Context: an optimization exercise on an open-source flow, tuned for small area, a short achievable clock period and few clock cycles per item. The choices shown serve that exercise and are no tape-out recipe. Function was checked by simulation only, so behaviour that the tests miss may differ from the original.

Design adc_calibrate_deadzone_detect, start of the top module:
module adc_calibrate_deadzone_detect #(
  parameter int SAMPLE_BITS = adcd_pkg::SAMPLE_BITS
) (
  input  logic                           clk_i,
  input  logic                           rst_ni,
  input  logic                           cfg_we_i,
  input  logic [adcd_pkg::CFG_IDX_W-1:0] cfg_idx_i,
  input  logic [SAMPLE_BITS-1:0]         cfg_data_i,
  input  logic                           in_valid_i,
  output logic                           in_stall_o,
  input  logic [SAMPLE_BITS-1:0]         sample_ch0_i,
  input  logic [SAMPLE_BITS-1:0]         sample_ch1_i,
  input  logic [SAMPLE_BITS-1:0]         sample_ch2_i,
  input  logic [SAMPLE_BITS-1:0]         sample_ch3_i,
  output logic                           out_valid_o,
  input  logic                           out_stall_i,
  output logic [SAMPLE_BITS-1:0]         scaled_ch0_o,
  output logic [SAMPLE_BITS-1:0]         scaled_ch1_o,
  output logic [SAMPLE_BITS-1:0]         scaled_ch2_o,
  output logic [SAMPLE_BITS-1:0]         scaled_ch3_o,
  output logic                           active_o,
  output logic                           neutral_event_o
);
Size: about 870 flip-flops, roughly 120 I/O pins.
export LEC_CHECK = 0
export CAP_MARGIN = 5
export CORE_MARGIN = 2
export CORE_UTILIZATION = 50
export CTS_BUF_LIST = sky130_fd_sc_hd__clkbuf_8
export SETUP_SLACK_MARGIN = 3.3
export SLEW_MARGIN = 5
export TNS_END_PERCENT = 10
create_clock -name core_clock -period 6.0 [get_ports {clk_i}]
standard.sh (not shown) runs the stock make flow with config.mk's settings and CLKGATE_MAP_FILE= SYNTH_SCRIPT=/design/flow/synth_recipe.tcl, a recipe that flattens the netlist after the stock synthesis.
==> flow/flow/run.sh <==
#!/bin/bash
# The standard layout (the standard.sh, every step unchanged), except that
# buffer_ports uses buf_2 for the port buffers instead of the resizer's default
# pick (a delay cell). The make run's full output goes to flow.log here; ORFS
# keeps each step's own log under orfs/logs.
set -euo pipefail
export BUFFER_PORTS_ARGS="-buffer_cell sky130_fd_sc_hd__buf_2"
bash standard.sh > flow.log 2>&1
Testbench counts at the start, summed over its fixed seeds: cycles 5,120, items 4,096.
==> next run, changes <==
--- a/flow/config.mk
+++ b/flow/config.mk
@@ -10 +10 @@
-export CORE_UTILIZATION = 50
+export CORE_UTILIZATION = 58
@@ -11,0 +12 @@
+export PLACE_DENSITY = 0.68
The changed run finished with timing, DRC and antenna clean.
Clock skew fell by 0.012 ns.
Critical path depth came out lower by 4.
Die area is lower by about 14%.
Area after synthesis stays the same.
Hold slack improved by 0.099 ns.
Final area went down by 1.3%.
Clock-buffer cell count climbs by 7.
Maximum frequency drops by about 1.2%.

adc_calibrate_deadzone_detect again, from the RTL that the note above started with.
export LEC_CHECK = 0
export CAP_MARGIN = 5
export CORE_MARGIN = 2
export CORE_UTILIZATION = 50
export CTS_BUF_LIST = sky130_fd_sc_hd__clkbuf_8
export SETUP_SLACK_MARGIN = 3.2
export SLEW_MARGIN = 5
export TNS_END_PERCENT = 1
create_clock -name core_clock -period 6.0 [get_ports {clk_i}]
Scripts as last shown in full above: flow/flow/run.sh
Testbench counts at the start, summed over its fixed seeds: cycles 5,120, items 4,096.
Change:
- SETUP_SLACK_MARGIN: 3.2 -> 3.0
- TNS_END_PERCENT: 1 -> 5
- The changed run produced a clean layout
- clock-buffer cell count does not change
- routed wire length stays flat
- worst hold slack gets worse by 0.013 ns
- sequential cell count does not change
- fmax rises by about 1.4%
Change:
- SETUP_SLACK_MARGIN: 3.0 -> 2.8
Effect: The changed run passed the timing, design-rule and antenna checks. Wire length falls by 2.3%. Clock-buffer cell count is unchanged. Die area does not change. Critical path depth falls by 9. Core utilization falls by 1.3 points.
Change:
- CTS_BUF_LIST: sky130_fd_sc_hd__clkbuf_8 -> sky130_fd_sc_hd__clkbuf_4
- CTS_CLUSTER_SIZE: unset -> 20
- SETUP_SLACK_MARGIN: 2.8 -> 3.0
After rerunning: Maximum frequency decreases by a few percent. Routed wire length increases slightly. Flip-flop and latch count is unchanged. Design area hardly moves. Non-clock buffer count increases by 15. Worst setup slack is worse by 0.12 ns. Register-to-register slack is worse by 0.10 ns. Cell count increases by a few percent.
Change:
- CTS_BUF_LIST: sky130_fd_sc_hd__clkbuf_4 -> sky130_fd_sc_hd__clkbuf_8
- CTS_CLUSTER_SIZE: 20 -> unset
- SETUP_SLACK_MARGIN: 3.0 -> 3.3
- TNS_END_PERCENT: 5 -> 30
- hold slack is better by 0.11 ns
- core utilization climbs by 5.6 points
- final area grows by 9.8%
- non-clock buffer count goes up by 421
- count of clock-buffer cells in the layout went down by 227
- routed wire length came out higher by 7.2%

what the ideal ports hide:
The flow's constraints put no driver on any port. The routed layouts listed below were extracted and timed again, unchanged, in two steps. Step 1: set_driving_cell puts a clkbuf_16 on clk_i and a buf_2 on each other input, an assumption about the parent block. Step 2 also shifts input and output timing later by t, the mid clock arrival at the registers, as if the neighbouring blocks saw the same clock. Slacks: no drivers / after step 1 / after step 2; pairs: no drivers / after step 1.
run | t, ns | slack for setup (ns) | hold WS [ns] | worst setup path after step 2
the first run of note 1 | 0.976 | 2.887 / 2.845 / 2.233 | 0.282 / 0.232 / 0.390 | input to register
the second run of note 1 | 0.983 | 2.849 / 2.849 / 2.002 | 0.381 / 0.331 / 0.397 | input to register
the first run of note 2 | 0.989 | 2.857 / 2.816 / 2.071 | 0.275 / 0.226 / 0.392 | input to register
the second run of note 2 | 0.993 | 2.899 / 2.827 / 2.068 | 0.262 / 0.211 / 0.390 | input to register
the third run of note 2 | 0.986 | 2.663 / 2.589 / 1.969 | 0.277 / 0.227 / 0.395 | input to register
the fourth run of note 2 | 1.312 | 2.539 / 2.462 / 1.974 | 0.154 / 0.099 / 0.377 | input to register
the fifth run of note 2 | 0.988 | 2.874 / 2.799 / 2.242 | 0.268 / 0.217 / 0.392 | input to register
After both steps every run listed still meets setup and hold. The setup slack of the second run of note 1, which loses most, moves by 0.000 ns with the drivers and by -0.847 ns with both steps.
